Source: an optimization exercise on an open RTL-to-GDS flow (aim: a short achievable clock period and few clock cycles). Production flows keep margins and buffers that such runs may drop.
RTL that was checked went through simulation tests only; none was proved equivalent to the original.
No functional check of the RTL was part of run 5.
Power is estimated from default activity; no workload was simulated.

$ cat flow/run.sh
#!/bin/bash
# Standard layout with two changes to synthesis: adders are left to ABC
# instead of the platform's full/half adder cells, and the slow wide OR/NOR
# cells and the 5-input AOI/OAI cells are not used.
set -euo pipefail
cat >> config.mk <<'EOF'
export DONT_USE_CELLS += sky130_fd_sc_hd__or4_1 sky130_fd_sc_hd__or4_2 sky130_fd_sc_hd__or4_4 sky130_fd_sc_hd__or4b_1 sky130_fd_sc_hd__or4b_2 sky130_fd_sc_hd__or4b_4 sky130_fd_sc_hd__or4bb_1 sky130_fd_sc_hd__or4bb_2 sky130_fd_sc_hd__or4bb_4 sky130_fd_sc_hd__nor4_1 sky130_fd_sc_hd__nor4_2 sky130_fd_sc_hd__nor4_4 sky130_fd_sc_hd__nor4b_1 sky130_fd_sc_hd__nor4b_2 sky130_fd_sc_hd__nor4b_4 sky130_fd_sc_hd__nor4bb_1 sky130_fd_sc_hd__nor4bb_2 sky130_fd_sc_hd__nor4bb_4 sky130_fd_sc_hd__a2111o_1 sky130_fd_sc_hd__a2111o_2 sky130_fd_sc_hd__a2111o_4 sky130_fd_sc_hd__a2111oi_0 sky130_fd_sc_hd__a2111oi_1 sky130_fd_sc_hd__a2111oi_2 sky130_fd_sc_hd__a2111oi_4 sky130_fd_sc_hd__o2111a_1 sky130_fd_sc_hd__o2111a_2 sky130_fd_sc_hd__o2111a_4 sky130_fd_sc_hd__o2111ai_1 sky130_fd_sc_hd__o2111ai_2 sky130_fd_sc_hd__o2111ai_4
EOF
bash standard.sh ADDER_MAP_FILE= finish > make_finish.log 2>&1
$ cat constraint.sdc
create_clock -name core_clock -period 6.5 [get_ports {clk}]
set_input_delay 1.3000 -clock core_clock [delete_from_list [all_inputs] [get_ports {clk}]]
set_output_delay 1.3000 -clock core_clock [all_outputs]
set_load 0.01 [all_outputs]
$ cat design.v
`default_nettype none
package rv_isa_pkg;
    localparam logic [6:0] OPC_OP     = 7'b0110011;   
    localparam logic [6:0] OPC_OP_IMM = 7'b0010011;   
    localparam logic [6:0] OPC_BRANCH = 7'b1100011;
    localparam logic [2:0] F3_ADD_SUB = 3'b000;
    localparam logic [2:0] F3_SLT     = 3'b010;
    localparam logic [2:0] F3_XOR     = 3'b100;
    localparam logic [2:0] F3_OR      = 3'b110;
    localparam logic [2:0] F3_AND     = 3'b111;
    localparam logic [2:0] F3_BEQ = 3'b000;
    localparam logic [2:0] F3_BNE = 3'b001;
    localparam logic [6:0] F7_SUB = 7'b0100000;
    localparam logic [31:0] NOP_INSN = 32'h0000_0013;   
    typedef struct packed {
        logic [6:0] funct7;
        logic [4:0] rs2;
        logic [4:0] rs1;
        logic [2:0] funct3;
        logic [4:0] rd;
        logic [6:0] opcode;
    } rv_r_fmt_t;
    typedef struct packed {
        logic [11:0] imm;
        logic [4:0]  rs1;
        logic [2:0]  funct3;
        logic [4:0]  rd;
        logic [6:0]  opcode;
    } rv_i_fmt_t;
    typedef struct packed {
        logic       imm12;
        logic [5:0] imm10_5;
        logic [4:0] rs2;
        logic [4:0] rs1;
        logic [2:0] funct3;
        logic [3:0] imm4_1;
        logic       imm11;
        logic [6:0] opcode;
    } rv_b_fmt_t;
    typedef union packed {
        rv_r_fmt_t r;
        rv_i_fmt_t i;
        rv_b_fmt_t b;
    } rv_insn_u;
endpackage
`default_nettype wire
`default_nettype none
package core_pkg;
    localparam int XLEN       = 32;
    localparam int REG_ADDR_W = 5;
    localparam logic [XLEN-1:0] RESET_PC = '0;
endpackage
`default_nettype wire
`default_nettype none
module fetch_stage (
    input  wire logic [31:0] pc,
    input  wire logic [31:0] w,         
    input  wire logic        x_addi,    
    input  wire logic [4:0]  x_rd,
    output logic             early,     
    output logic [31:0]      pn_z1,     
    output logic [31:0]      pn_z0,     
    output logic             pred,      
    output logic [31:0]      pn,        
    output logic [31:0]      alt        
);
    logic [6:0]  opc;
    logic [2:0]  f3;
    logic [4:0]  rs1, rs2;
    logic        is_br;
    logic [31:0] imm_b, pc4, target;
    assign opc = w[6:0];
    assign f3  = w[14:12];
    assign rs1 = w[19:15];
    assign rs2 = w[24:20];
    assign is_br = (opc == 7'b1100011) && (f3[2:1] == 2'b00);
    assign early = is_br && x_addi
                && (((rs1 == x_rd) && (rs2 == 5'd0)) || ((rs2 == x_rd) && (rs1 == 5'd0)));
    assign pred  = is_br && (f3[0] ^ (rs1 == rs2));
    assign imm_b = {{20{w[31]}}, w[7], w[30:25], w[11:8], 1'b0};
    assign pc4   = pc + 32'd4;
    logic [12:0] tg, tt, tc, tgn, ttn;
    logic [12:0] tgt_lo;
    logic        tgt_co;
    logic [18:0] pc_hi, pc_hi_inc, pc_hi_dec;
    logic [18:0] all1, all0;
    always_comb begin
        tg = pc[12:0] & imm_b[12:0];
        tt = pc[12:0] | imm_b[12:0];
        for (int d = 1; d < 13; d = d * 2) begin
            for (int i = 0; i < 13; i++) begin
                if (i >= d) begin
                    tgn[i] = tg[i] | (tt[i] & tg[i-d]);
                    ttn[i] = tt[i] & tt[i-d];
                end else begin
                    tgn[i] = tg[i];
                    ttn[i] = tt[i];
                end
            end
            tg = tgn;
            tt = ttn;
        end
        tc     = {tg[11:0], 1'b0};
        tgt_lo = pc[12:0] ^ imm_b[12:0] ^ tc;
        tgt_co = tg[12];
    end
    assign pc_hi = pc[31:13];
    always_comb begin
        all1[0] = 1'b1;
        all0[0] = 1'b1;
        for (int i = 1; i < 19; i++) begin
            all1[i] = all1[i-1] & pc_hi[i-1];
            all0[i] = all0[i-1] & !pc_hi[i-1];
        end
    end
    assign pc_hi_inc = pc_hi ^ all1;
    assign pc_hi_dec = pc_hi ^ all0;
    always_comb begin
        target[12:0] = tgt_lo;
        case ({w[31], tgt_co})
            2'b01:   target[31:13] = pc_hi_inc;
            2'b10:   target[31:13] = pc_hi_dec;
            default: target[31:13] = pc_hi;
        endcase
    end
    assign pn    = pred ? target : pc4;
    assign alt   = pred ? pc4 : target;
    assign pn_z1 = f3[0] ? pc4 : target;   
    assign pn_z0 = f3[0] ? target : pc4;
endmodule
`default_nettype wire
`default_nettype none
module execute_stage (
    input  wire logic [31:0] x_am,
    input  wire logic [31:0] fwd_a,
    input  wire logic [31:0] x_bm,
    input  wire logic [31:0] fwd_b,
    input  wire logic        x_add,
    input  wire logic        x_sub,
    input  wire logic        x_and,
    input  wire logic        x_or,
    input  wire logic        x_xor,
    input  wire logic        x_slt,
    input  wire logic [31:0] x_negimm,   
    input  wire logic        fa_next,    
    input  wire logic        fb_next,    
    output logic [31:0]      result,
    output logic [31:0]      res_fa,     
    output logic [31:0]      res_fb,     
    output logic             eq,         
    output logic             z           
);
    logic [31:0] op_a, op_b;
    logic [31:0] x_ab, a_ab, o_ab;     
    logic [31:0] a_anb, o_anb;         
    logic [31:0] sum, diff, logic_res;
    logic        slt;
    assign op_a  = x_am | fwd_a;
    assign op_b  = x_bm | fwd_b;
    assign x_ab  = op_a ^ op_b;
    assign a_ab  = op_a & op_b;
    assign o_ab  = op_a | op_b;
    assign a_anb = op_a & ~op_b;
    assign o_anb = op_a | ~op_b;
    function automatic logic [31:0] ks_carry(input logic [31:0] g_in, input logic [31:0] t_in,
                                             input logic cin);
        logic [31:0] g, t, gn, tn;
        g = g_in;
        t = t_in;
        g[0] = g[0] | (t[0] & cin);
        for (int d = 1; d < 32; d = d * 2) begin
            for (int i = 0; i < 32; i++) begin
                if (i >= d) begin
                    gn[i] = g[i] | (t[i] & g[i-d]);
                    tn[i] = t[i] & t[i-d];
                end else begin
                    gn[i] = g[i];
                    tn[i] = t[i];
                end
            end
            g = gn;
            t = tn;
        end
        ks_carry = {g[30:0], cin};   
    endfunction
    assign sum  = x_ab ^ ks_carry(a_ab, o_ab, 1'b0);
    assign diff = ~x_ab ^ ks_carry(a_anb, o_anb, 1'b1);
    assign slt  = (op_a[31] ^ op_b[31]) ? op_a[31] : diff[31];
    assign eq   = (x_ab == '0);
    assign z    = (op_a == x_negimm);
    assign logic_res = ({32{x_and}} & a_ab)
                     | ({32{x_or}}  & o_ab)
                     | ({32{x_xor}} & x_ab);
    assign result = ({32{x_add}} & sum)
                  | ({32{x_sub}} & diff)
                  | logic_res
                  | {31'd0, x_slt & slt};
    assign res_fa = ({32{fa_next && x_add}} & sum)
                  | ({32{fa_next && x_sub}} & diff)
                  | ({32{fa_next}} & logic_res)
                  | {31'd0, fa_next && x_slt && slt};
    assign res_fb = ({32{fb_next && x_add}} & sum)
                  | ({32{fb_next && x_sub}} & diff)
                  | ({32{fb_next}} & logic_res)
                  | {31'd0, fb_next && x_slt && slt};
endmodule
`default_nettype wire
`default_nettype none
import core_pkg::*;
import rv_isa_pkg::*;
module rv_core (
    input  wire logic        clk,
    input  wire logic        rst,
    input  wire logic [31:0] imem_rdata,
    output logic [31:0]      imem_addr,
    output logic             retire_valid,
    output logic [31:0]      retire_pc,
    output logic [31:0]      retire_insn,
    output logic [4:0]       retire_rd,
    output logic             retire_rd_we,
    output logic [31:0]      retire_wdata
);
    logic [31:0] pc;
    logic        x_valid;
    logic [31:0] x_pc;
    logic [31:0] x_insn;
    logic [31:0] x_am;       
    logic [31:0] x_bm;       
    logic [31:0] fwd_a;      
    logic [31:0] fwd_b;      
    logic        x_add, x_sub, x_and, x_or, x_xor, x_slt;
    logic        x_mp_eq;    
    logic        x_mp_ne;    
    logic [31:0] x_alt_pc;   
    logic [4:0]  x_rd;
    logic        x_we;
    logic        x_addi;     
    logic [31:0] x_negimm;   
    logic        r_valid;
    logic [31:0] r_pc;
    logic [31:0] r_insn;
    logic [4:0]  r_rd;
    logic        r_we;
    logic [31:0] r_wdata;
    logic [31:0] rf [1:31];
    logic [31:0] w;
    logic [6:0]  opc;
    logic [2:0]  f3;
    logic [6:0]  f7;
    logic [4:0]  rs1, rs2, rd;
    logic        is_op, is_opi, is_br, f3_alu, f7_ok, writes, pred;
    logic        fa_next, fb_next;
    logic [31:0] imm_i, pn, alt, pn_z1, pn_z0;
    logic        early;
    logic [31:0] a_rd, b_rd;
    logic        eq, z;
    assign imem_addr = pc;
    assign w    = imem_rdata;
    assign opc  = w[6:0];
    assign f3   = w[14:12];
    assign f7   = w[31:25];
    assign rs1  = w[19:15];
    assign rs2  = w[24:20];
    assign rd   = w[11:7];
    assign is_op  = (opc == OPC_OP);
    assign is_opi = (opc == OPC_OP_IMM);
    assign is_br  = (opc == OPC_BRANCH) && (f3[2:1] == 2'b00);
    assign f3_alu = (f3 == F3_ADD_SUB) || (f3 == F3_SLT) || (f3 == F3_XOR)
                 || (f3 == F3_OR) || (f3 == F3_AND);
    assign f7_ok  = (f7 == 7'd0) || (f7 == F7_SUB && f3 == F3_ADD_SUB);
    assign writes = f3_alu && (is_opi || (is_op && f7_ok));
    assign imm_i = {{20{w[31]}}, w[31:20]};
    assign fa_next = x_valid && x_we && (x_rd == rs1);
    assign fb_next = x_valid && x_we && (x_rd == rs2) && !is_opi;
    fetch_stage i_fetch_stage (
        .pc     (pc),
        .w      (w),
        .x_addi (x_addi),
        .x_rd   (x_rd),
        .early  (early),
        .pn_z1  (pn_z1),
        .pn_z0  (pn_z0),
        .pred   (pred),
        .pn     (pn),
        .alt    (alt)
    );
    function automatic logic [31:0] rf_read(input logic [4:0] idx);
        if (idx == 5'd0) begin
            rf_read = '0;
        end else if (r_valid && r_we && r_rd == idx) begin
            rf_read = r_wdata;
        end else begin
            rf_read = rf[idx];
        end
    endfunction
    assign a_rd = rf_read(rs1);
    assign b_rd = rf_read(rs2);
    logic [31:0] result, res_fa, res_fb;
    execute_stage i_execute_stage (
        .x_am     (x_am),
        .fwd_a    (fwd_a),
        .x_bm     (x_bm),
        .fwd_b    (fwd_b),
        .x_add    (x_add),
        .x_sub    (x_sub),
        .x_and    (x_and),
        .x_or     (x_or),
        .x_xor    (x_xor),
        .x_slt    (x_slt),
        .x_negimm (x_negimm),
        .fa_next  (fa_next),
        .fb_next  (fb_next),
        .result   (result),
        .res_fa   (res_fa),
        .res_fb   (res_fb),
        .eq       (eq),
        .z        (z)
    );
    logic mispredict;
    assign mispredict = eq ? x_mp_eq : x_mp_ne;
    logic [31:0] npc_eq, npc_ne;
    assign npc_eq = x_mp_eq ? x_alt_pc : pn;
    assign npc_ne = x_mp_ne ? x_alt_pc : pn;
    logic go;   
    assign go = !rst && !mispredict;
    always_ff @(posedge clk) begin
        if (rst) begin
            pc <= RESET_PC;
        end else begin
            pc <= early ? (z ? pn_z1 : pn_z0) : (eq ? npc_eq : npc_ne);
        end
        x_valid  <= go;
        x_mp_eq  <= go && is_br && !early && (!f3[0] ^ pred);
        x_mp_ne  <= go && is_br && !early && (f3[0] ^ pred);
        x_pc     <= pc;
        x_insn   <= w;
        x_am     <= fa_next ? '0 : a_rd;
        x_bm     <= is_opi ? imm_i : (fb_next ? '0 : b_rd);
        fwd_a    <= res_fa;
        fwd_b    <= res_fb;
        x_add    <= f3 == F3_ADD_SUB && !(is_op && f7 == F7_SUB);
        x_sub    <= f3 == F3_ADD_SUB && is_op && f7 == F7_SUB;
        x_slt    <= f3 == F3_SLT;
        x_xor    <= f3 == F3_XOR;
        x_or     <= f3 == F3_OR;
        x_and    <= f3 == F3_AND;
        x_alt_pc <= alt;
        x_rd     <= rd;
        x_we     <= writes && (rd != 5'd0);
        x_addi   <= go && is_opi && f3 == F3_ADD_SUB && (rd != 5'd0);
        x_negimm <= -imm_i;
        r_valid  <= x_valid && !rst;
        r_pc     <= x_pc;
        r_insn   <= x_insn;
        r_rd     <= x_rd;
        r_we     <= x_we;
        r_wdata  <= result;
        if (r_valid && r_we) begin
            rf[r_rd] <= r_wdata;
        end
    end
    assign retire_valid = r_valid;
    assign retire_pc    = r_pc;
    assign retire_insn  = r_insn;
    assign retire_rd    = r_rd;
    assign retire_rd_we = r_we;
    assign retire_wdata = r_wdata;
endmodule
`default_nettype wire
$ cat config.mk
export PLATFORM = sky130hd
export DESIGN_NAME = rv_core
export DESIGN_NICKNAME = rv_core
export VERILOG_FILES = /design/flow/design.v
export SDC_FILE = /design/flow/constraint.sdc
export NUM_CORES = 4
export LEC_CHECK = 0
export CAP_MARGIN = 20
export CORE_MARGIN = 2
export CORE_UTILIZATION = 40
export PLACE_DENSITY = 0.6
export SETUP_SLACK_MARGIN = 3.5
export SLEW_MARGIN = 20
export SYNTH_HIERARCHICAL = 1
export SYNTH_MINIMUM_KEEP_SIZE = 0
export DONT_USE_CELLS += sky130_fd_sc_hd__or4_1 sky130_fd_sc_hd__or4_2 sky130_fd_sc_hd__or4_4 sky130_fd_sc_hd__or4b_1 sky130_fd_sc_hd__or4b_2 sky130_fd_sc_hd__or4b_4 sky130_fd_sc_hd__or4bb_1 sky130_fd_sc_hd__or4bb_2 sky130_fd_sc_hd__or4bb_4 sky130_fd_sc_hd__nor4_1 sky130_fd_sc_hd__nor4_2 sky130_fd_sc_hd__nor4_4 sky130_fd_sc_hd__nor4b_1 sky130_fd_sc_hd__nor4b_2 sky130_fd_sc_hd__nor4b_4 sky130_fd_sc_hd__nor4bb_1 sky130_fd_sc_hd__nor4bb_2 sky130_fd_sc_hd__nor4bb_4 sky130_fd_sc_hd__a2111o_1 sky130_fd_sc_hd__a2111o_2 sky130_fd_sc_hd__a2111o_4 sky130_fd_sc_hd__a2111oi_0 sky130_fd_sc_hd__a2111oi_1 sky130_fd_sc_hd__a2111oi_2 sky130_fd_sc_hd__a2111oi_4 sky130_fd_sc_hd__o2111a_1 sky130_fd_sc_hd__o2111a_2 sky130_fd_sc_hd__o2111a_4 sky130_fd_sc_hd__o2111ai_1 sky130_fd_sc_hd__o2111ai_2 sky130_fd_sc_hd__o2111ai_4
$ cat standard.sh
#!/bin/bash
# synth_recipe.tcl (not shown) runs the flow's synth.tcl, then flattens the netlist and writes it again
# the make line also repeats each setting of config.mk as NAME=value (left out here)
make -C /OpenROAD-flow-scripts/flow DESIGN_CONFIG=/design/flow/config.mk WORK_HOME=/design/flow/orfs CLKGATE_MAP_FILE= SYNTH_SCRIPT=/design/flow/synth_recipe.tcl "${@:-finish}"
==> impl_metrics.toml, run 1 <==
[yosys]
synth_edf_count = 992
syn_nets = 5082
synth_warnings = 9
avgSynthCellArea_um2 = 13.33
synth.most_common_cell = "edfxtp_1"
yosysTopAreaCell = "edfxtp_1"
ys_seq_area_share_pct = 55.97
synth_cell_types = 113
synth-main-ff-cell = "edfxtp_1"
synth_cells = 5048
yosys-top-cells-count = "edfxtp_1 (992), dfxtp_1 (394), nor2_1 (394)"
synth_top_area_share_pct = 44.25
ys_top_cells_by_area = "edfxtp_1 (44%), dfxtp_1 (12%), mux4_2 (12%)"
syn_area_um2 = 67310
async_flop_share_pct = 0
synth-seq-cells = 1386

[power_and_ir_drop]
ir_worst_vdd_mv = 0.2355
p_switching_mw = 6.068
leakagePower_nw = 28.53
swShare_pct = 27.33
pwr-share-comb_pct = 16.5
clkPwrFrac_pct = 38.1
internal-power_mw = 16.13
cellPowerDensity_nw_per_um2 = 274.7
seqPwrFrac_pct = 45.4

[timing]
fmax_mhz = 321.4
finClkSkew_ns = 0.04675
hold_viol = 0
setup_ws_ns = 3.388
slew_headroom_pct = 28.22
period_share_pct = 47.87
period_minus_slack_ns = 3.112
slew_viol_final = 0
tightestPinTransition_ns = 1.077
setup_violations = 0
fin_tns_setup_ns = 0
rsz0062_at_grt = "true"

[cts]
insertion_delay_ns = 0.83
htreeDepth = 4
cts.sinks = 1386
cts_hold_buf = 0
clk_path_buf_depth = 3
clk_pin_slew_worst_paths_ns = 0.06
tritoncts = "built"
cts_inserted_buffers = 150
cts_root_buf = "clkbuf_16"

[critical_path]
crit_required_ns = 7.20
cp.arrival_ns = 3.82
worstSetupStartpointType = "input port"
r2r_cells = 9
worstReg2RegEnd = "x_bm[24]"
r2r-start = "r_insn[11]"
r2r_setup_slack_ns = 3.40
path_max_fanout = 8
worstSetupEndpointType = "flip-flop"
crit_type = "in -> reg"

[worst_hold_path]
min_from = "x_insn[18]"
hold_depth = 0
hold_end = "r_insn[18]"
worstHoldPathType = "reg -> reg"

[grt]
grt-ovfl-total = 0
grt_pass1_wl_um = 347700
grt_max_degree = 67
grt_pass1_vias = 47090
grt_use_total_pct = 28.01
antenna_found_initial = 11

[die]
die_h_um = 414.2
design.core.area_um2 = 167200
start_util_pct = 40.25
io_pins = 169
rows = 150
chipWidth_um = 414.2
dieArea_um2 = 171600

[layout]
nets = 5382
drive_gt1_share_pct = 26.56
postLayoutCellArea_um2 = 80810
finish.utilization_pct = 48.32
syn_to_final_growth_pct = 20.05

[routing]
drtIter0Drc = 6588
vias_per_cell = 6.361
drtAntennaViolNets = 0
num_vias = 48890
routed_wl_um = 247200
routedWlPerCell_um = 32.16
drcViolationCount = 0
drt_pre_antenna_iters = 8

[placed_design]
io_buffers = 168
placed_area_um2 = 71480
dp_hpwl_um = 141500
routabilityCongestion = 0.9792
place_ws_ns = 1.429

[job]
max_cap_viol_count = 0

[outcome]
status = "no timing/DRC/antenna violations"
==> cell type report <==
cell class                      instances  area (µm²)
Sequential cell                      1386       37920
Tap cell                             2204        2758
Antenna cell                            8       20.02
Inverter                               75       295.3
Fill cell                           14450       86410
Clock buffer                          206        4110
Timing Repair Buffer                  513        5799
Multi-Input combinational cell       3222       29180
Clock inverter                         72       728.2
==> registers in the layout, summed over array words and instances (netlist names), 4 cells and up <==
name,count
r_wdata,32
r_pc,32
pc,32
x_negimm,30
x_bm,32
r_insn,28
x_alt_pc,32
r_rd,4
x_am,32
x_insn,27
fwd_a,32
rf,992
fwd_b,32
x_pc,32
x_rd,4
==> logic make-up after synthesis <==
logic type | Yosys count | synth area share [%]
flops | 1386 | 55.97
simple gates | 1099 | 7.933
compound gates | 1070 | 11.25
mux | 776 | 18.03
buf+inv | 447 | 3.206
xor+xnor | 233 | 3.043
fa+ha+maj | 37 | 0.5651
==> per-layer routing <==
| metal | track usage [%] | up-vias | wire (µm) |
|---|---|---|---|
| met4 | 14.06 | 10 | 13280 |
| met2 | 42.54 | 2879 | 110300 |
| met5 | 0 | - | 69 |
| li1 | - | 20470 | - |
| met1 | 37.93 | 24920 | 97540 |
| met3 | 6.118 | 606 | 26030 |
==> through the flow <==
stage | total power, mW | hold slack, ns | std cells
final | 22.20 | 0.3126 | 7686
after global routing | 22.84 | 0.3236 | 7678
after CTS | 22.07 | 0.3151 | 7631
after detailed placement | 13.16 | 0.3121 | 7190
after global placement | 13.14 | 0.3100 | 7190
after floorplan | 12.05 | 0.3096 | 5048
==> cell usage in the layout (no fill, tap or decap), types with 66 or more instances in the layout <==
cell type and instances:
edfxtp_1 992, mux2i_1 390, mux4_2 345, dfxtp_1 312, nor2_1 305, buf_4 219
a21oi_1 198, nand2_1 192, o21ai_0 159, clkbuf_16 159, o221ai_1 120, xnor2_1 114
xor2_1 110, nand3_1 95, dlygate4sd2_1 91, a211oi_1 82, nand4_1 67, inv_1 66
==> power groups by stage <==
stage	registers [mW]	logic [mW]	clock network, mW
floorplan	10.3	1.74	0
global placement	10.2	2.92	0
detailed placement	10.2	2.94	0
CTS	10.1	3.45	8.57
global route	10.1	3.84	8.92
finish	10.1	3.66	8.46
==> critical path, stage by stage <==
cell      delay (ns)
buf_6           0.09
buf_6           0.12
a222oi_1        0.34
o21ai_2         0.18
a211o_4         0.39
buf_4           0.17
and4_4          0.24
mux2_4          0.32
a32oi_2         0.19
xnor2_1         0.14
mux2i_1         0.09
a211oi_1        0.25
==> Yosys stat by module, one instance, submodules excluded <==
module         flops+latches  copies in the design
execute_stage              0                     1
rv_core                 1386                     1
fetch_stage                0                     1
==> how the worst max path moves through the flow <==
stage	start	to	slack [ns]
4_1_cts	fwd_b[6]	fwd_a[22]	3.38
3_5_place_dp	imem_rdata[27]	pc[27]	1.43
6_report	imem_rdata[25]	pc[14]	3.39
5_1_grt	imem_rdata[25]	pc[22]	3.31
3_3_place_gp	imem_rdata[27]	pc[27]	1.49
2_1_floorplan	imem_rdata[25]	pc[25]	3.06
==> timing repair <==
| action | CTS | global route |
|---|---|---|
| setup endpoints to repair | 1066 | 288 |
| cloned | 30 | 8 |
| resized for setup | 643 | 188 |
| pin swaps | 79 | 89 |
| hold endpoints to repair | 0 | 0 |
| setup buffers | 133 | 38 |
Testbench counts, summed over its fixed seeds: cycles 24,230.
==> run 2: changes to the inputs <==
--- a/config.mk
+++ b/config.mk
@@ -10,5 +10,5 @@
 export CORE_UTILIZATION = 40
 export PLACE_DENSITY = 0.6
-export SETUP_SLACK_MARGIN = 3.5
+export SETUP_SLACK_MARGIN = 4.0
 export SLEW_MARGIN = 20
 export SYNTH_HIERARCHICAL = 1
==> impl_metrics.toml, run 2 <==
[routing]
routedWlPerCell_um = 33.27
routed_wl_um = 265600
top_layer_used = "met5"
wl_met3_um = 32900
drt-met1-wl_um = 98520
num_vias = 51590
dr_wl_met2_um = 117000
drcViolationCount = 0
drt_pre_antenna_iters = 8
drtAntennaViolNets = 0
drtIter0Drc = 7494
vias_per_cell = 6.462

[critical_path]
r2r_cells = 12
cp.arrival_ns = 3.75
cp_common_cell = "buf_4"
worstSetupEndpointType = "flip-flop"
crit_slowest_cell = "nor2_1"
r2r-start = "x_bm[3]"
crit_required_ns = 7.19
worstSetupStartpointType = "flip-flop"
r2r_setup_slack_ns = 3.44
crit_type = "reg -> reg"
max_stage_delay_ns = 0.48
path_max_fanout = 4
critical_path.cell_chain = "or2_4 -> buf_4 -> nor2_1 -> o21ai_2 -> buf_4 -> a21oi_4 -> a211oi_1 -> a211o_1 -> xnor2_1 -> a222oi_1 -> buf_4 -> nor2_2"
worstReg2RegEnd = "fwd_a[22]"

[worst_hold_path]
worstHoldPathType = "reg -> reg"
min_from = "x_pc[3]"
hold_depth = 0
hold_end = "r_pc[3]"

[yosys]
syn_nets = 5082
avgSynthCellArea_um2 = 13.33
ys_seq_area_share_pct = 55.97
synth_cell_types = 113
synth_edf_count = 992
ys_top_cells_by_area = "edfxtp_1 (44%), dfxtp_1 (12%), mux4_2 (12%)"
synth-main-ff-cell = "edfxtp_1"
synth.most_common_cell = "edfxtp_1"
yosys-top-cells-count = "edfxtp_1 (992), dfxtp_1 (394), nor2_1 (394)"
yosysTopAreaCell = "edfxtp_1"
synth_top_area_share_pct = 44.25
syn_area_um2 = 67310
async_flop_share_pct = 0
synth_cells = 5048
synth_warnings = 9
synth-seq-cells = 1386

[grt]
grt_pass1_vias = 49270
grt_pass1_wl_um = 367800
antenna_found_initial = 9
grt-ovfl-total = 0
grt_max_degree = 64
grt_use_total_pct = 29.86

[die]
rows = 150
design.core.area_um2 = 167200
die_h_um = 414.2
start_util_pct = 40.25
io_pins = 169
dieArea_um2 = 171600
chipWidth_um = 414.2

[cts]
clk_pin_slew_worst_paths_ns = 0.06
cts_root_buf = "clkbuf_16"
tritoncts = "built"
htreeDepth = 4
cts_inserted_buffers = 145
insertion_delay_ns = 0.81
clk_path_buf_depth = 3
cts.sinks = 1386

[layout]
layout_commonest_cell = "edfxtp_1"
drive_gt1_share_pct = 37.33
syn_to_final_growth_pct = 29.18
top_register = "rf"
fillCellCount = 13720
nets = 5687
postLayoutCellArea_um2 = 86960
most-common-layout-cells = "edfxtp_1 (992), mux2i_1 (391), buf_4 (380)"
largest_reg_flops = 992

[timing]
slew_viol_final = 0
setup_violations = 0
fmax_mhz = 327.1
tightestPinTransition_ns = 0.7929
slew_headroom_pct = 47.14
hold_viol = 0
period_share_pct = 47.04
finClkSkew_ns = 0.03069
rsz0062_at_grt = "true"
fin_tns_setup_ns = 0
period_minus_slack_ns = 3.058

[outcome]
status = "no timing/DRC/antenna violations"

[job]
max_cap_viol_count = 0

[power_and_ir_drop]
leakagePower_nw = 31.29
ir_worst_vdd_mv = 0.2889
cellPowerDensity_nw_per_um2 = 264.9

[placed_design]
io_buffers = 168
routabilityCongestion = 0.9364
placed_area_um2 = 72030
dp_hpwl_um = 142600
[run 2: power breakdown]
part	switching, mW	leakage (nW)	internal [mW]
combinational	2.57	16.6	2.03
sequential	0.205	12.4	9.87
clock	3.65	2.31	4.71
[run 2: layout make-up]
class	count	area [µm²]	share of cell area, %
Clock inverter	81	708.2	0.8144
Timing Repair Buffer	822	10390	11.95
Antenna cell	4	10.01	0.01151
Tap cell	2204	2758	3.171
Clock buffer	188	4016	4.619
Sequential cell	1386	38080	43.80
Inverter	75	305.3	0.3511
Multi-Input combinational cell	3223	30680	35.29
[run 2: modules after synthesis, one instance, submodules excluded]
module / cell area (µm²) / flops+latches
execute_stage: 6135 / 0
rv_core: 57230 / 1386
fetch_stage: 3945 / 0
[run 2: through the flow]
stage	hold WS [ns]	std cells	util, %	setup slack [ns]	total power, mW
6_report	0.3210	7983	52.00	3.442	23.04
5_1_grt	0.3287	7979	51.99	3.326	23.59
4_1_cts	0.3248	7895	50.88	3.493	22.75
3_3_place_gp	0.3105	7193	43.00	1.047	13.20
2_1_floorplan	0.3096	5048	-	3.060	12.14
3_5_place_dp	0.3121	7198	43.08	0.9925	13.22
[run 2: critical path: cells and delay by family, from the launching register on]
| family | cells | cell delay [ns] |
|---|---|---|
| buf+inv | 3 | 0.52 |
| compound gates | 5 | 1.10 |
| simple gates | 3 | 0.78 |
| flops | 1 | 0.38 |
| xor+xnor | 1 | 0.14 |
[run 2: per-layer routing]
metal / vias to the layer above / track usage [%]
met4: 8 / 16.33
met5: - / 0
met3: 777 / 8.755
met1: 26130 / 38.42
met2: 3552 / 45.35
li1: 21120 / -
[run 2: worst max path at each step]
| stage | depth (start not counted) | slack, ns | from | end |
|---|---|---|---|---|
| 6_report | 12 | 3.44 | x_bm[3] | fwd_a[22] |
| 5_1_grt | 16 | 3.33 | x_am[3] | fwd_b[13] |
| 4_1_cts | 13 | 3.49 | x_am[3] | fwd_b[22] |
| 3_5_place_dp | 11 | 0.99 | imem_rdata[25] | pc[17] |
| 3_3_place_gp | 11 | 1.05 | imem_rdata[25] | pc[17] |
| 2_1_floorplan | 11 | 3.06 | imem_rdata[25] | pc[25] |
[run 2: repair_timing]
action,in CTS,in global routing
buffers inserted,347,76
resized for setup,1658,256
pin swaps,243,156
setup endpoints to repair,1317,392
hold buffers,0,0
cloned,81,8
[run 2: kinds of logic (layout without fill, tap and decap cells)]
kind of cell / after synthesis / after routing / synth area share, %
AO/OA/AOI/OAI: 1070 / 1070 / 11.25
XOR/XNOR: 233 / 233 / 3.043
adder cells (fa/ha/maj): 37 / 37 / 0.5651
buffers and inverters: 447 / 1166 / 3.206
flip-flops: 1386 / 1386 / 55.97
multiplexers: 776 / 776 / 18.03
other: 0 / 4 / 0
AND/OR/NAND/NOR: 1099 / 1107 / 7.933
==> run 3: changes to the inputs <==
--- a/config.mk
+++ b/config.mk
@@ -8,6 +8,6 @@
 export CAP_MARGIN = 20
 export CORE_MARGIN = 2
-export CORE_UTILIZATION = 40
-export PLACE_DENSITY = 0.6
+export CORE_UTILIZATION = 50
+export PLACE_DENSITY = 0.65
 export SETUP_SLACK_MARGIN = 4.0
 export SLEW_MARGIN = 20
==> impl_metrics.toml, run 3 <==
[critical_path]
max_stage_delay_ns = 0.39
worstSetupStartpointType = "flip-flop"
cp_top_family = "compound AO/OA/AOI/OAI gates"
r2r-start = "x_bm[3]"
crit_slowest_cell = "dfxtp_4"
crit_type = "reg -> reg"
crit_buf_inv = 3
worstSetupEndpointType = "flip-flop"
path_max_fanout = 4
crit_start = "x_bm[3]"
cp_common_cell = "buf_6"
cp.arrival_ns = 3.78
critical_path.cell_chain = "or2_4 -> maj3_2 -> a211oi_4 -> o41ai_4 -> buf_6 -> buf_6 -> a221o_1 -> a31o_4 -> o31ai_4 -> xor2_1 -> a222oi_1 -> buf_4 -> nor2_1"
crit_required_ns = 7.15

[yosys]
yosys-top-cells-count = "edfxtp_1 (992), dfxtp_1 (394), nor2_1 (394)"
synth_warnings = 9
synth_top_area_share_pct = 44.25
synth_cell_types = 113
ys_seq_area_share_pct = 55.97
syn_area_um2 = 67310
async_flop_share_pct = 0
yosysTopAreaCell = "edfxtp_1"
syn_nets = 5082
synth_edf_count = 992
synth-seq-cells = 1386
synth_cells = 5048
ys_top_cells_by_area = "edfxtp_1 (44%), dfxtp_1 (12%), mux4_2 (12%)"
synth.most_common_cell = "edfxtp_1"
synth-main-ff-cell = "edfxtp_1"
avgSynthCellArea_um2 = 13.33

[routing]
drtIter0Drc = 8228
drt_pre_antenna_iters = 8
drcViolationCount = 0
vias_per_cell = 6.971
routed_wl_um = 261900
num_vias = 52190
drtAntennaViolNets = 0
routedWlPerCell_um = 34.98

[placed_design]
io_buffers = 168
dp_hpwl_um = 135900
routabilityCongestion = 0.9397

[cts]
tritoncts = "built"
htreeDepth = 4
clk_path_buf_depth = 3
cts.sinks = 1386
clk_pin_slew_worst_paths_ns = 0.06
insertion_delay_ns = 0.81
cts_inserted_buffers = 145
cts_hold_buf = 0
cts_root_buf = "clkbuf_16"

[layout]
largest_reg_flops = 992
layout_commonest_cell = "edfxtp_1"
top_register = "rf"
fillCellCount = 9565
syn_to_final_growth_pct = 26.64
finish.utilization_pct = 63.87
nets = 5638
drive_gt1_share_pct = 35.37
most-common-layout-cells = "edfxtp_1 (992), mux2i_1 (389), buf_4 (352)"

[timing]
period_minus_slack_ns = 3.136
fmax_mhz = 318.8
hold_viol = 0
fin_tns_setup_ns = 0
slew_headroom_pct = 30.95
rsz0062_at_grt = "true"
finClkSkew_ns = 0.03321
setup_violations = 0
slew_viol_final = 0
period_share_pct = 48.25
tightestPinTransition_ns = 1.034

[power_and_ir_drop]
swShare_pct = 27.41
ir_worst_vdd_mv = 0.2224
cellPowerDensity_nw_per_um2 = 266.4
p_switching_mw = 6.225
leakagePower_nw = 30.85
seqPwrFrac_pct = 44.3
clkPwrFrac_pct = 35.9
pwr-share-comb_pct = 19.8
internal-power_mw = 16.48

[die]
chipWidth_um = 370.9
rows = 134
design.core.area_um2 = 133500
io_pins = 169
dieArea_um2 = 137600
die_h_um = 370.9
start_util_pct = 50.44

[grt]
grt_pass1_wl_um = 359200
grt_pass1_vias = 48660
grt_use_total_pct = 36.90
grt-ovfl-total = 0
grt_max_degree = 64
antenna_found_initial = 12

[outcome]
status = "no timing/DRC/antenna violations"

[worst_hold_path]
worstHoldPathType = "reg -> reg"
min_from = "x_pc[20]"

[job]
max_cap_viol_count = 0
run 3: cell counts after synthesis:
No cell type changed its count.
run 3: what timing repair did:
item / CTS / global route
gates cloned: 74 / 12
endpoints found under the setup margin: 1286 / 452
gates resized for setup: 1439 / 279
buffers inserted: 309 / 88
pin swaps: 152 / 130
run 3: metrics by stage:
stage | instances | area [µm²] | worst slack, ns | hold slack [ns] | power [mW]
4_1_cts | 7385 | 82920 | 3.444 | 0.3215 | 22.29
3_3_place_gp | 6741 | 71250 | 1.293 | 0.3096 | 13.16
3_5_place_dp | 6742 | 71270 | 1.260 | 0.3121 | 13.18
5_1_grt | 7485 | 85240 | 3.330 | 0.3264 | 23.26
6_report | 7487 | 85250 | 3.364 | 0.3166 | 22.71
2_1_floorplan | 5048 | 68640 | 3.060 | 0.3096 | 12.14
run 3: final cells by class:
class / instances / area, µm² / area share, %
repair buffers: 777 / 9739 / 11.43
clock buffers: 199 / 4070 / 4.775
clock inverters: 61 / 505.5 / 0.5930
inverters: 75 / 301.5 / 0.3537
flip-flops and latches: 1386 / 38040 / 44.63
diodes: 2 / 5.005 / 0.005871
well taps: 1768 / 2212 / 2.595
multi-input cells: 3219 / 30370 / 35.63
run 3: Yosys stat by module, one instance, submodules excluded:
module | cell area [µm²] | cells
rv_core | 57230 | 3410
execute_stage | 6135 | 1025
fetch_stage | 3945 | 613
run 3: kinds of logic after synthesis:
family                     synth area share, %
AOI/OAI and AO/OA                        11.25
adders and majority gates               0.5651
and+or+nand+nor                          7.933
muxes                                    18.03
buffers and inverters                    3.206
DFF                                      55.97
xor gates and xnor gates                 3.043
run 3: final timing paths:
| kind | endpoint | depth (start not counted) | slack [ns] |
|---|---|---|---|
| worst max-delay path | fwd_a[22] | 13 | 3.36 |
| worst min register to register | r_pc[20] | 0 | 0.32 |
| worst max register to register | fwd_a[22] | 13 | 3.36 |
| worst min-delay path | r_pc[20] | 0 | 0.32 |
run 3: power by group through the flow:
| stage | logic [mW] | clock network, mW | registers (mW) |
|---|---|---|---|
| 4_1_cts | 4.07 | 8.17 | 10.0 |
| 5_1_grt | 4.65 | 8.54 | 10.1 |
| 3_3_place_gp | 2.95 | 0 | 10.2 |
| 6_report | 4.49 | 8.15 | 10.1 |
| 3_5_place_dp | 2.97 | 0 | 10.2 |
| 2_1_floorplan | 1.83 | 0 | 10.3 |
run 3: routing by layer:
layer	vias up	track usage (%)	routed length [µm]
met5	-	0	124
met4	18	18.30	16130
met3	854	12.72	37270
met2	4082	54.71	113600
met1	26240	48.35	94750
li1	20990	-	-
==> run 4: changes to the inputs <==
==> flow/run.sh (replaced) <==
#!/bin/bash
# Standard layout with two changes to synthesis: adders are left to ABC
# instead of the platform's full/half adder cells, and the slow wide OR/NOR
# cells and the 5-input and other slow complex AOI/OAI cells are not used.
set -euo pipefail
cat >> config.mk <<'EOF'
export DONT_USE_CELLS += sky130_fd_sc_hd__or4_1 sky130_fd_sc_hd__or4_2 sky130_fd_sc_hd__or4_4 sky130_fd_sc_hd__or4b_1 sky130_fd_sc_hd__or4b_2 sky130_fd_sc_hd__or4b_4 sky130_fd_sc_hd__or4bb_1 sky130_fd_sc_hd__or4bb_2 sky130_fd_sc_hd__or4bb_4 sky130_fd_sc_hd__nor4_1 sky130_fd_sc_hd__nor4_2 sky130_fd_sc_hd__nor4_4 sky130_fd_sc_hd__nor4b_1 sky130_fd_sc_hd__nor4b_2 sky130_fd_sc_hd__nor4b_4 sky130_fd_sc_hd__nor4bb_1 sky130_fd_sc_hd__nor4bb_2 sky130_fd_sc_hd__nor4bb_4 sky130_fd_sc_hd__a2111o_1 sky130_fd_sc_hd__a2111o_2 sky130_fd_sc_hd__a2111o_4 sky130_fd_sc_hd__a2111oi_0 sky130_fd_sc_hd__a2111oi_1 sky130_fd_sc_hd__a2111oi_2 sky130_fd_sc_hd__a2111oi_4 sky130_fd_sc_hd__o2111a_1 sky130_fd_sc_hd__o2111a_2 sky130_fd_sc_hd__o2111a_4 sky130_fd_sc_hd__o2111ai_1 sky130_fd_sc_hd__o2111ai_2 sky130_fd_sc_hd__o2111ai_4 sky130_fd_sc_hd__a222oi_1 sky130_fd_sc_hd__a311o_1 sky130_fd_sc_hd__a311o_2 sky130_fd_sc_hd__a311o_4 sky130_fd_sc_hd__a311oi_1 sky130_fd_sc_hd__a311oi_2 sky130_fd_sc_hd__a311oi_4 sky130_fd_sc_hd__a41o_1 sky130_fd_sc_hd__a41o_2 sky130_fd_sc_hd__a41o_4 sky130_fd_sc_hd__a41oi_1 sky130_fd_sc_hd__a41oi_2 sky130_fd_sc_hd__a41oi_4 sky130_fd_sc_hd__o311a_1 sky130_fd_sc_hd__o311a_2 sky130_fd_sc_hd__o311a_4 sky130_fd_sc_hd__o311ai_0 sky130_fd_sc_hd__o311ai_1 sky130_fd_sc_hd__o311ai_2 sky130_fd_sc_hd__o311ai_4 sky130_fd_sc_hd__o41a_1 sky130_fd_sc_hd__o41a_2 sky130_fd_sc_hd__o41a_4 sky130_fd_sc_hd__o41ai_1 sky130_fd_sc_hd__o41ai_2 sky130_fd_sc_hd__o41ai_4 
EOF
bash standard.sh ADDER_MAP_FILE= finish > make_finish.log 2>&1
==> config.mk (replaced) <==
export PLATFORM = sky130hd
export DESIGN_NAME = rv_core
export DESIGN_NICKNAME = rv_core
export VERILOG_FILES = /design/flow/design.v
export SDC_FILE = /design/flow/constraint.sdc
export NUM_CORES = 4
export LEC_CHECK = 0
export CAP_MARGIN = 20
export CORE_MARGIN = 2
export CORE_UTILIZATION = 40
export PLACE_DENSITY = 0.6
export SETUP_SLACK_MARGIN = 4.0
export SLEW_MARGIN = 20
export SYNTH_HIERARCHICAL = 1
export SYNTH_MINIMUM_KEEP_SIZE = 0
export DONT_USE_CELLS += sky130_fd_sc_hd__or4_1 sky130_fd_sc_hd__or4_2 sky130_fd_sc_hd__or4_4 sky130_fd_sc_hd__or4b_1 sky130_fd_sc_hd__or4b_2 sky130_fd_sc_hd__or4b_4 sky130_fd_sc_hd__or4bb_1 sky130_fd_sc_hd__or4bb_2 sky130_fd_sc_hd__or4bb_4 sky130_fd_sc_hd__nor4_1 sky130_fd_sc_hd__nor4_2 sky130_fd_sc_hd__nor4_4 sky130_fd_sc_hd__nor4b_1 sky130_fd_sc_hd__nor4b_2 sky130_fd_sc_hd__nor4b_4 sky130_fd_sc_hd__nor4bb_1 sky130_fd_sc_hd__nor4bb_2 sky130_fd_sc_hd__nor4bb_4 sky130_fd_sc_hd__a2111o_1 sky130_fd_sc_hd__a2111o_2 sky130_fd_sc_hd__a2111o_4 sky130_fd_sc_hd__a2111oi_0 sky130_fd_sc_hd__a2111oi_1 sky130_fd_sc_hd__a2111oi_2 sky130_fd_sc_hd__a2111oi_4 sky130_fd_sc_hd__o2111a_1 sky130_fd_sc_hd__o2111a_2 sky130_fd_sc_hd__o2111a_4 sky130_fd_sc_hd__o2111ai_1 sky130_fd_sc_hd__o2111ai_2 sky130_fd_sc_hd__o2111ai_4 sky130_fd_sc_hd__a222oi_1 sky130_fd_sc_hd__a311o_1 sky130_fd_sc_hd__a311o_2 sky130_fd_sc_hd__a311o_4 sky130_fd_sc_hd__a311oi_1 sky130_fd_sc_hd__a311oi_2 sky130_fd_sc_hd__a311oi_4 sky130_fd_sc_hd__a41o_1 sky130_fd_sc_hd__a41o_2 sky130_fd_sc_hd__a41o_4 sky130_fd_sc_hd__a41oi_1 sky130_fd_sc_hd__a41oi_2 sky130_fd_sc_hd__a41oi_4 sky130_fd_sc_hd__o311a_1 sky130_fd_sc_hd__o311a_2 sky130_fd_sc_hd__o311a_4 sky130_fd_sc_hd__o311ai_0 sky130_fd_sc_hd__o311ai_1 sky130_fd_sc_hd__o311ai_2 sky130_fd_sc_hd__o311ai_4 sky130_fd_sc_hd__o41a_1 sky130_fd_sc_hd__o41a_2 sky130_fd_sc_hd__o41a_4 sky130_fd_sc_hd__o41ai_1 sky130_fd_sc_hd__o41ai_2 sky130_fd_sc_hd__o41ai_4 
==> impl_metrics.toml, run 4 <==
[outcome]
status = "no timing/DRC/antenna violations"

[grt]
grt-ovfl-total = 0
grt_max_degree = 56
antenna_found_initial = 13
grt_pass1_vias = 48180
grt_pass1_wl_um = 365300
grt_use_total_pct = 30.38

[critical_path]
crit_type = "reg -> reg"
cp.arrival_ns = 3.94
critical_path.cell_chain = "o22a_1 -> maj3_2 -> a211oi_4 -> and4bb_4 -> o31ai_4 -> a31oi_4 -> maj3_2 -> mux2_4 -> a32o_2 -> and2_1"
worstSetupStartpointType = "flip-flop"
crit_slowest_cell = "maj3_2"
path_max_fanout = 4
cp_common_cell = "maj3_2"
max_stage_delay_ns = 0.42
crit_required_ns = 7.20
worstSetupEndpointType = "flip-flop"

[layout]
drive_gt1_share_pct = 39.49
layout_commonest_cell = "edfxtp_1"
largest_reg_flops = 992
most-common-layout-cells = "edfxtp_1 (992), buf_4 (407), mux2i_1 (376)"
nets = 5679
syn_to_final_growth_pct = 32.46
fillCellCount = 13180
top_register = "rf"
final-seq-area_um2 = 38050
multi_input_area_um2 = 30770
finish.utilization_pct = 53.50

[yosys]
synth_edf_count = 992
synth_cell_types = 93
yosysTopAreaCell = "edfxtp_1"
syn_nets = 4988
syn_area_um2 = 66790
synth-seq-cells = 1386
ys_seq_area_share_pct = 56.41
synth_cells = 4954
synth_top_area_share_pct = 44.60
synth-main-ff-cell = "edfxtp_1"
synth.most_common_cell = "edfxtp_1"
ys_top_cells_by_area = "edfxtp_1 (45%), mux4_2 (12%), dfxtp_1 (12%)"
async_flop_share_pct = 0
avgSynthCellArea_um2 = 13.48
yosys-top-cells-count = "edfxtp_1 (992), dfxtp_1 (394), mux2i_1 (389)"
synth_warnings = 9

[cts]
tritoncts = "built"
htreeDepth = 4
clk_pin_slew_worst_paths_ns = 0.06
cts.sinks = 1386
insertion_delay_ns = 0.84
cts_root_buf = "clkbuf_16"
cts_inserted_buffers = 151
cts_hold_buf = 0
clk_path_buf_depth = 3

[power_and_ir_drop]
pwr-share-comb_pct = 19.9
ir_worst_vdd_mv = 0.3103
internal-power_mw = 17.08
cellPowerDensity_nw_per_um2 = 264.9
swShare_pct = 27.13
seqPwrFrac_pct = 42.9
leakagePower_nw = 31.78
p_switching_mw = 6.360
clkPwrFrac_pct = 37.1

[timing]
finClkSkew_ns = 0.05094
rsz0062_at_grt = "true"
slew_viol_final = 0
fmax_mhz = 308.8
fin_tns_setup_ns = 0
period_minus_slack_ns = 3.238
slew_headroom_pct = 32.44
tightestPinTransition_ns = 1.011
hold_viol = 0
setup_violations = 0
period_share_pct = 49.82

[routing]
drcViolationCount = 0
drt_pre_antenna_iters = 6
vias_per_cell = 6.543
drtAntennaViolNets = 0
routedWlPerCell_um = 34.53
routed_wl_um = 275100
drtIter0Drc = 7345
num_vias = 52130

[die]
die_h_um = 412.6
design.core.area_um2 = 165400
chipWidth_um = 412.6
rows = 149
dieArea_um2 = 170300
io_pins = 169
start_util_pct = 40.39

[placed_design]
routabilityCongestion = 0.9327
dp_hpwl_um = 134600
io_buffers = 168

[worst_hold_path]
worstHoldPathType = "reg -> reg"

[job]
max_cap_viol_count = 0
==> run 4: changes by cell type after synthesis, sizes merged, moves of 21 or more <==
| cell | delta |
|---|---|
| xnor2 | +48 |
| and2 | +25 |
| a21oi | +21 |
| nand4 | -37 |
| a221o | +28 |
| nand3 | -46 |
| inv | -37 |
| xor2 | -39 |
| o21ai | +37 |
==> run 4: worst paths after layout <==
kind	to	depth (start not counted)	start	slack [ns]
max	fwd_a[23]	10	x_am[0]	3.26
max reg2reg	fwd_a[23]	10	x_am[0]	3.26
min	r_insn[6]	0	x_insn[6]	0.29
min reg2reg	r_insn[6]	0	x_insn[6]	0.29
==> run 4: metal layers <==
| metal | global-route usage, % | share of wire [%] |
|---|---|---|
| met2 | 45.53 | 44 |
| met5 | 0 | 0.075 |
| met3 | 8.156 | 13 |
| met1 | 39.98 | 36 |
| met4 | 16.86 | 6.7 |
==> run 4: critical path, delay by kind of cell, from the launching register on <==
| kind | cells | cell delay (ns) |
|---|---|---|
| AOI/OAI and AO/OA | 5 | 1.20 |
| adders and majority gates | 2 | 0.80 |
| DFF | 1 | 0.38 |
| muxes | 1 | 0.32 |
| and+or+nand+nor | 2 | 0.43 |
==> run 4: power groups by stage <==
| stage | combinational [mW] | sequential, mW | clock, mW |
|---|---|---|---|
| 3_3_place_gp | 2.89 | 10.2 | 0 |
| 3_5_place_dp | 2.90 | 10.2 | 0 |
| 4_1_cts | 4.11 | 10.0 | 8.77 |
| 5_1_grt | 4.82 | 10.1 | 9.11 |
| 6_report | 4.68 | 10.1 | 8.71 |
| 2_1_floorplan | 1.76 | 10.3 | 0 |
==> run 4: cell type report <==
class,instances,share of cell area (%)
clock inverter,66,0.6378
multi-input combinational,3170,34.78
antenna,4,0.01131
clock buffer,216,5.028
tap,2189,3.096
sequential,1386,43.01
inverter,41,0.2192
timing repair buffer,889,13.09
timing repair inverter,6,0.1344
==> run 4: logic make-up (layout without fill, tap and decap cells) <==
family / Yosys count / count (layout) / synth area share, %
buffers and inverters: 408 / 1218 / 2.932
flip-flops: 1386 / 1386 / 56.41
adder cells (fa/ha/maj): 37 / 37 / 0.5639
other: 0 / 4 / 0
AND/OR/NAND/NOR: 1022 / 1032 / 7.518
AO/OA/AOI/OAI: 1098 / 1098 / 11.34
XOR/XNOR: 242 / 242 / 3.196
multiplexers: 761 / 761 / 18.04
==> run 4: modules after synthesis (local to each module, per instance) <==
module         cells  flip-flops and latches  times used  cell area (µm²)
fetch_stage      597                       0           1             3769
rv_core         3349                    1386           1            57150
execute_stage   1008                       0           1             5867
==> run 4: through the flow <==
step                instances  hold WS, ns  setup slack, ns  total power [mW]  instance area [µm²]
floorplan                4954       0.3096            3.284             12.08                68030
detailed placement       7076       0.3121            1.859             13.09                71150
CTS                      7756       0.3241            3.241             22.90                83740
finish                   7967       0.2883            3.262             23.44                88470
global route             7964       0.2884            3.246             23.99                88460
global placement         7075       0.3100            1.887             13.07                71130
==> run 4: repair_timing <==
action                     in CTS  in global routing
cloned                         94                 29
resized for setup            1440                649
setup endpoints to repair    1363                512
setup buffers                 304                178
pin swaps                     112                257
==> run 5: changes to the inputs <==
--- a/design.v
+++ b/design.v
@@ -54,14 +54,18 @@
 `default_nettype none
 module fetch_stage (
-    input  wire logic [31:0] pc,
+    input  wire logic [12:0] pcl,       
     input  wire logic [31:0] w,         
     input  wire logic        x_addi,    
     input  wire logic [4:0]  x_rd,
     output logic             early,     
-    output logic [31:0]      pn_z1,     
-    output logic [31:0]      pn_z0,     
+    output logic [12:0]      z1_lo,     
+    output logic [1:0]       z1_d,
+    output logic [12:0]      z0_lo,     
+    output logic [1:0]       z0_d,
     output logic             pred,      
-    output logic [31:0]      pn,        
-    output logic [31:0]      alt        
+    output logic [12:0]      pn_lo,     
+    output logic [1:0]       pn_d,
+    output logic [12:0]      alt_lo,    
+    output logic [1:0]       alt_d
 );
     logic [6:0]  opc;
@@ -69,5 +73,5 @@
     logic [4:0]  rs1, rs2;
     logic        is_br;
-    logic [31:0] imm_b, pc4, target;
+    logic [12:0] imm_b;
     assign opc = w[6:0];
     assign f3  = w[14:12];
@@ -78,14 +82,14 @@
                 && (((rs1 == x_rd) && (rs2 == 5'd0)) || ((rs2 == x_rd) && (rs1 == 5'd0)));
     assign pred  = is_br && (f3[0] ^ (rs1 == rs2));
-    assign imm_b = {{20{w[31]}}, w[7], w[30:25], w[11:8], 1'b0};
-    assign pc4   = pc + 32'd4;
+    assign imm_b = {w[31], w[7], w[30:25], w[11:8], 1'b0};
+    logic [12:0] p4_lo;
+    logic        p4_co;
+    assign {p4_co, p4_lo} = {1'b0, pcl} + 14'd4;
     logic [12:0] tg, tt, tc, tgn, ttn;
-    logic [12:0] tgt_lo;
-    logic        tgt_co;
-    logic [18:0] pc_hi, pc_hi_inc, pc_hi_dec;
-    logic [18:0] all1, all0;
+    logic [12:0] t_lo;
+    logic        t_co;
     always_comb begin
-        tg = pc[12:0] & imm_b[12:0];
-        tt = pc[12:0] | imm_b[12:0];
+        tg = pcl & imm_b;
+        tt = pcl | imm_b;
         for (int d = 1; d < 13; d = d * 2) begin
             for (int i = 0; i < 13; i++) begin
@@ -101,31 +105,19 @@
             tt = ttn;
         end
-        tc     = {tg[11:0], 1'b0};
-        tgt_lo = pc[12:0] ^ imm_b[12:0] ^ tc;
-        tgt_co = tg[12];
+        tc   = {tg[11:0], 1'b0};
+        t_lo = pcl ^ imm_b ^ tc;
+        t_co = tg[12];
     end
-    assign pc_hi = pc[31:13];
-    always_comb begin
-        all1[0] = 1'b1;
-        all0[0] = 1'b1;
-        for (int i = 1; i < 19; i++) begin
-            all1[i] = all1[i-1] & pc_hi[i-1];
-            all0[i] = all0[i-1] & !pc_hi[i-1];
-        end
-    end
-    assign pc_hi_inc = pc_hi ^ all1;
-    assign pc_hi_dec = pc_hi ^ all0;
-    always_comb begin
-        target[12:0] = tgt_lo;
-        case ({w[31], tgt_co})
-            2'b01:   target[31:13] = pc_hi_inc;
-            2'b10:   target[31:13] = pc_hi_dec;
-            default: target[31:13] = pc_hi;
-        endcase
-    end
-    assign pn    = pred ? target : pc4;
-    assign alt   = pred ? pc4 : target;
-    assign pn_z1 = f3[0] ? pc4 : target;   
-    assign pn_z0 = f3[0] ? target : pc4;
+    logic [1:0] p4_d, t_d;
+    assign p4_d = {1'b0, p4_co};
+    assign t_d  = {!t_co && w[31], t_co && !w[31]};
+    assign pn_lo  = pred ? t_lo : p4_lo;
+    assign pn_d   = pred ? t_d : p4_d;
+    assign alt_lo = pred ? p4_lo : t_lo;
+    assign alt_d  = pred ? p4_d : t_d;
+    assign z1_lo  = f3[0] ? p4_lo : t_lo;   
+    assign z1_d   = f3[0] ? p4_d : t_d;
+    assign z0_lo  = f3[0] ? t_lo : p4_lo;
+    assign z0_d   = f3[0] ? t_d : p4_d;
 endmodule
 `default_nettype wire
@@ -221,5 +213,7 @@
     output logic [31:0]      retire_wdata
 );
-    logic [31:0] pc;
+    logic [12:0] pcl;
+    logic [18:0] pch;
+    logic [1:0]  pcd;        
     logic        x_valid;
     logic [31:0] x_pc;
@@ -232,5 +226,6 @@
     logic        x_mp_eq;    
     logic        x_mp_ne;    
-    logic [31:0] x_alt_pc;   
+    logic [12:0] x_alt_lo;   
+    logic [1:0]  x_alt_d;    
     logic [4:0]  x_rd;
     logic        x_we;
@@ -251,9 +246,15 @@
     logic        is_op, is_opi, is_br, f3_alu, f7_ok, writes, pred;
     logic        fa_next, fb_next;
-    logic [31:0] imm_i, pn, alt, pn_z1, pn_z0;
+    logic [31:0] imm_i;
+    logic [12:0] pn_lo, alt_lo, z1_lo, z0_lo;
+    logic [1:0]  pn_d, alt_d, z1_d, z0_d;
+    logic [18:0] pch_inc, pch_dec, pc_hi;
     logic        early;
     logic [31:0] a_rd, b_rd;
     logic        eq, z;
-    assign imem_addr = pc;
+    assign imem_addr = {pch, pcl};
+    assign pch_inc = pch + 19'd1;
+    assign pch_dec = pch - 19'd1;
+    assign pc_hi   = pcd[0] ? pch_inc : (pcd[1] ? pch_dec : pch);
     assign w    = imem_rdata;
     assign opc  = w[6:0];
@@ -274,14 +275,18 @@
     assign fb_next = x_valid && x_we && (x_rd == rs2) && !is_opi;
     fetch_stage i_fetch_stage (
-        .pc     (pc),
+        .pcl    (pcl),
         .w      (w),
         .x_addi (x_addi),
         .x_rd   (x_rd),
         .early  (early),
-        .pn_z1  (pn_z1),
-        .pn_z0  (pn_z0),
+        .z1_lo  (z1_lo),
+        .z1_d   (z1_d),
+        .z0_lo  (z0_lo),
+        .z0_d   (z0_d),
         .pred   (pred),
-        .pn     (pn),
-        .alt    (alt)
+        .pn_lo  (pn_lo),
+        .pn_d   (pn_d),
+        .alt_lo (alt_lo),
+        .alt_d  (alt_d)
     );
     function automatic logic [31:0] rf_read(input logic [4:0] idx);
@@ -319,19 +324,26 @@
     logic mispredict;
     assign mispredict = eq ? x_mp_eq : x_mp_ne;
-    logic [31:0] npc_eq, npc_ne;
-    assign npc_eq = x_mp_eq ? x_alt_pc : pn;
-    assign npc_ne = x_mp_ne ? x_alt_pc : pn;
+    logic [12:0] npc_eq, npc_ne;
+    logic [1:0]  npd_eq, npd_ne;
+    assign npc_eq = x_mp_eq ? x_alt_lo : pn_lo;
+    assign npc_ne = x_mp_ne ? x_alt_lo : pn_lo;
+    assign npd_eq = x_mp_eq ? x_alt_d : pn_d;
+    assign npd_ne = x_mp_ne ? x_alt_d : pn_d;
     logic go;   
     assign go = !rst && !mispredict;
     always_ff @(posedge clk) begin
         if (rst) begin
-            pc <= RESET_PC;
+            pcl <= RESET_PC[12:0];
+            pch <= RESET_PC[31:13];
+            pcd <= 2'b00;
         end else begin
-            pc <= early ? (z ? pn_z1 : pn_z0) : (eq ? npc_eq : npc_ne);
+            pcl <= early ? (z ? z1_lo : z0_lo) : (eq ? npc_eq : npc_ne);
+            pcd <= early ? (z ? z1_d : z0_d) : (eq ? npd_eq : npd_ne);
+            pch <= mispredict ? x_pc[31:13] : pc_hi;
         end
         x_valid  <= go;
         x_mp_eq  <= go && is_br && !early && (!f3[0] ^ pred);
         x_mp_ne  <= go && is_br && !early && (f3[0] ^ pred);
-        x_pc     <= pc;
+        x_pc     <= {pc_hi, pcl};
         x_insn   <= w;
         x_am     <= fa_next ? '0 : a_rd;
@@ -345,5 +357,6 @@
         x_or     <= f3 == F3_OR;
         x_and    <= f3 == F3_AND;
-        x_alt_pc <= alt;
+        x_alt_lo <= alt_lo;
+        x_alt_d  <= alt_d;
         x_rd     <= rd;
         x_we     <= writes && (rd != 5'd0);
==> flow/run.sh (replaced) <==
#!/bin/bash
# Standard layout with two changes to synthesis: adders are left to ABC
# instead of the platform's full/half adder cells, and the slow wide OR/NOR
# cells and the 5-input AOI/OAI cells are not used.
set -euo pipefail
cat >> config.mk <<'EOF'
export DONT_USE_CELLS += sky130_fd_sc_hd__or4_1 sky130_fd_sc_hd__or4_2 sky130_fd_sc_hd__or4_4 sky130_fd_sc_hd__or4b_1 sky130_fd_sc_hd__or4b_2 sky130_fd_sc_hd__or4b_4 sky130_fd_sc_hd__or4bb_1 sky130_fd_sc_hd__or4bb_2 sky130_fd_sc_hd__or4bb_4 sky130_fd_sc_hd__nor4_1 sky130_fd_sc_hd__nor4_2 sky130_fd_sc_hd__nor4_4 sky130_fd_sc_hd__nor4b_1 sky130_fd_sc_hd__nor4b_2 sky130_fd_sc_hd__nor4b_4 sky130_fd_sc_hd__nor4bb_1 sky130_fd_sc_hd__nor4bb_2 sky130_fd_sc_hd__nor4bb_4 sky130_fd_sc_hd__a2111o_1 sky130_fd_sc_hd__a2111o_2 sky130_fd_sc_hd__a2111o_4 sky130_fd_sc_hd__a2111oi_0 sky130_fd_sc_hd__a2111oi_1 sky130_fd_sc_hd__a2111oi_2 sky130_fd_sc_hd__a2111oi_4 sky130_fd_sc_hd__o2111a_1 sky130_fd_sc_hd__o2111a_2 sky130_fd_sc_hd__o2111a_4 sky130_fd_sc_hd__o2111ai_1 sky130_fd_sc_hd__o2111ai_2 sky130_fd_sc_hd__o2111ai_4
EOF
bash standard.sh ADDER_MAP_FILE= finish > make_finish.log 2>&1
==> config.mk (replaced) <==
export PLATFORM = sky130hd
export DESIGN_NAME = rv_core
export DESIGN_NICKNAME = rv_core
export VERILOG_FILES = /design/flow/design.v
export SDC_FILE = /design/flow/constraint.sdc
export NUM_CORES = 4
export LEC_CHECK = 0
export CAP_MARGIN = 20
export CORE_MARGIN = 2
export CORE_UTILIZATION = 40
export PLACE_DENSITY = 0.6
export SETUP_SLACK_MARGIN = 4.0
export SLEW_MARGIN = 20
export SYNTH_HIERARCHICAL = 1
export SYNTH_MINIMUM_KEEP_SIZE = 0
export DONT_USE_CELLS += sky130_fd_sc_hd__or4_1 sky130_fd_sc_hd__or4_2 sky130_fd_sc_hd__or4_4 sky130_fd_sc_hd__or4b_1 sky130_fd_sc_hd__or4b_2 sky130_fd_sc_hd__or4b_4 sky130_fd_sc_hd__or4bb_1 sky130_fd_sc_hd__or4bb_2 sky130_fd_sc_hd__or4bb_4 sky130_fd_sc_hd__nor4_1 sky130_fd_sc_hd__nor4_2 sky130_fd_sc_hd__nor4_4 sky130_fd_sc_hd__nor4b_1 sky130_fd_sc_hd__nor4b_2 sky130_fd_sc_hd__nor4b_4 sky130_fd_sc_hd__nor4bb_1 sky130_fd_sc_hd__nor4bb_2 sky130_fd_sc_hd__nor4bb_4 sky130_fd_sc_hd__a2111o_1 sky130_fd_sc_hd__a2111o_2 sky130_fd_sc_hd__a2111o_4 sky130_fd_sc_hd__a2111oi_0 sky130_fd_sc_hd__a2111oi_1 sky130_fd_sc_hd__a2111oi_2 sky130_fd_sc_hd__a2111oi_4 sky130_fd_sc_hd__o2111a_1 sky130_fd_sc_hd__o2111a_2 sky130_fd_sc_hd__o2111a_4 sky130_fd_sc_hd__o2111ai_1 sky130_fd_sc_hd__o2111ai_2 sky130_fd_sc_hd__o2111ai_4
==> impl_metrics.toml, run 5 <==
[yosys]
yosys-top-cells-count = "edfxtp_1 (992), mux4_2 (410), nor2_1 (391)"
syn_nets = 4576
synth_cells = 4542
synth.most_common_cell = "edfxtp_1"
synth_warnings = 9
async_flop_share_pct = 0
synth_top_area_share_pct = 46.06
ys_top_cells_by_area = "edfxtp_1 (46%), mux4_2 (14%), dfxtp_1 (12%)"
avgSynthCellArea_um2 = 14.24
ys_seq_area_share_pct = 57.79
synth_edf_count = 992

[layout]
fin_cells = 7429
postLayoutCellArea_um2 = 83540
nets = 5177
layout_commonest_cell = "edfxtp_1"
most-common-layout-cells = "edfxtp_1 (992), mux4_2 (410), buf_4 (337)"
largest_reg_flops = 992
drive_gt1_share_pct = 40.93

[die]
io_pins = 169
rows = 147
design.core.area_um2 = 160600
chipWidth_um = 406.1

[power_and_ir_drop]
ir_worst_vdd_mv = 0.2839
pwr-share-comb_pct = 19.3
clkPwrFrac_pct = 37.1
leakagePower_nw = 29.77
swShare_pct = 27.86
total_power_mw = 22.92
seqPwrFrac_pct = 43.6
cellPowerDensity_nw_per_um2 = 274.4

[placed_design]
placed_area_um2 = 69080
routabilityCongestion = 0.9170
io_buffers = 168
dp_hpwl_um = 124200

[cts]
cts_root_buf = "clkbuf_16"
cts_hold_buf = 0
htreeDepth = 4
insertion_delay_ns = 0.81
clk_pin_slew_worst_paths_ns = 0.06
tritoncts = "built"

[timing]
period_minus_slack_ns = 3.112
period_share_pct = 47.88
finClkSkew_ns = 0.06462
rsz0062_at_grt = "true"
fin_tns_setup_ns = 0
tightestPinTransition_ns = 0.9592
hold_viol = 0
fin_hold_ws_ns = 0.3236

[routing]
drt_pre_antenna_iters = 6
drtAntennaViolNets = 0
routed_wl_um = 246700
num_vias = 47160
vias_per_cell = 6.348
drtIter0Drc = 6560
drcViolationCount = 0

[critical_path]
critical_path.cell_chain = "or2_4 -> o22ai_2 -> or3_4 -> or3_4 -> a211o_4 -> nand3_4 -> maj3_4 -> mux2i_2 -> a21oi_2 -> buf_6 -> a21oi_2"
worstSetupEndpointType = "flip-flop"
r2r-start = "x_am[22]"
crit_slowest_cell = "dfxtp_2"
r2r_setup_slack_ns = 3.39
max_stage_delay_ns = 0.49
cp.arrival_ns = 3.80
worstSetupStartpointType = "flip-flop"
path_max_fanout = 4

[worst_hold_path]
hold_depth = 0
min_from = "x_insn[17]"
worstHoldPathType = "reg -> reg"

[grt]
antenna_found_initial = 13
grt-ovfl-total = 0
grt_pass1_vias = 44740

[outcome]
status = "no timing/DRC/antenna violations"
-- run 5: cell types whose count changed after synthesis, moves of 39 or more --
cell,previous run,this run
a211o_1,14,62
xnor2_1,168,108
a211oi_1,94,171
a21oi_1,245,170
mux4_2,352,410
o22ai_1,41,89
o21ai_1,76,29
a221o_1,50,9
o221ai_1,108,33
o21ai_0,159,110
nor2b_1,66,27
mux2i_1,389,258
-- run 5: Yosys stat by module, one instance, submodules excluded --
| module | times used | area [µm²] | flops+latches |
|---|---|---|---|
| fetch_stage | 1 | 1808 | 0 |
| execute_stage | 1 | 6135 | 0 |
| rv_core | 1 | 56730 | 1371 |
-- run 5: power groups by stage --
stage	registers [mW]	clock network, mW	logic (mW)
2_1_floorplan	10.2	0	1.73
3_3_place_gp	10.2	0	2.79
3_5_place_dp	10.2	0	2.80
4_1_cts	9.98	8.56	4.04
5_1_grt	9.99	8.92	4.58
6_report	9.99	8.51	4.42
-- run 5: timing repair --
item / 4_1_cts / 5_1_grt
gates resized for setup: 1533 / 285
endpoints found under the setup margin: 1203 / 432
buffers inserted: 284 / 103
pin swaps: 186 / 127
cloned: 77 / 10
-- run 5: worst max path at each step --
| stage | endpoint | cells after the start | slack (ns) | from |
|---|---|---|---|---|
| after floorplan | x_bm[12] | 6 | 3.49 | imem_rdata[20] |
| after global placement | x_am[27] | 7 | 1.93 | imem_rdata[15] |
| after detailed placement | x_am[23] | 7 | 1.93 | imem_rdata[15] |
| after CTS | retire_wdata[19] | 1 | 3.33 | r_wdata[19] |
| after global routing | fwd_b[31] | 11 | 3.30 | x_am[22] |
| final | fwd_a[31] | 11 | 3.39 | x_am[22] |
-- run 5: final cells by class --
type                            instances  area, µm²
Antenna cell                            2      5.005
Clock buffer                          198       4094
Clock inverter                         77      794.5
Fill cell                           13080      77030
Inverter                               34      163.9
Multi-Input combinational cell       2838      28610
Sequential cell                      1371      37770
Tap cell                             2160       2703
Timing Repair Buffer                  749       9402
-- run 5: cell families after synthesis --
kind of cell | Yosys count | synth area share, %
buf+inv | 340 | 2.705
simple gates | 977 | 7.149
mux | 750 | 19.70
flops | 1371 | 57.79
fa+ha+maj | 34 | 0.5436
xor+xnor | 180 | 2.461
compound gates | 890 | 9.644
-- run 5: per-layer routing --
layer	GRT usage, %	routed length, µm	vias to the layer above
li1	-	-	19300
met1	38.48	91950	24220
met2	44.47	111800	2993
met3	8.052	29680	633
met4	13.02	13220	16
met5	0	94	-
-- run 5: metrics by stage --
stage,utilization (%),worst slack [ns]
after floorplan,-,3.485
after global placement,43.02,1.931
after detailed placement,43.02,1.934
after CTS,50.62,3.330
after global routing,52.02,3.302
final,52.03,3.388
-- run 5: critical path: cells and delay by family, from the launching register on --
kind | cells | cell delay (ns)
AOI/OAI and AO/OA | 4 | 0.64
adders and majority gates | 1 | 0.23
buffers and inverters | 1 | 0.16
DFF | 1 | 0.49
muxes | 1 | 0.24
and+or+nand+nor | 4 | 1.22

Setup slack of run 5, layout unchanged: 3.388 ns with ideal ports, 3.388 ns with driving cells assumed (clock clkbuf_16, inputs buf_2), 2.816 ns with port delays also shifted by the 0.864 ns mid clock arrival.
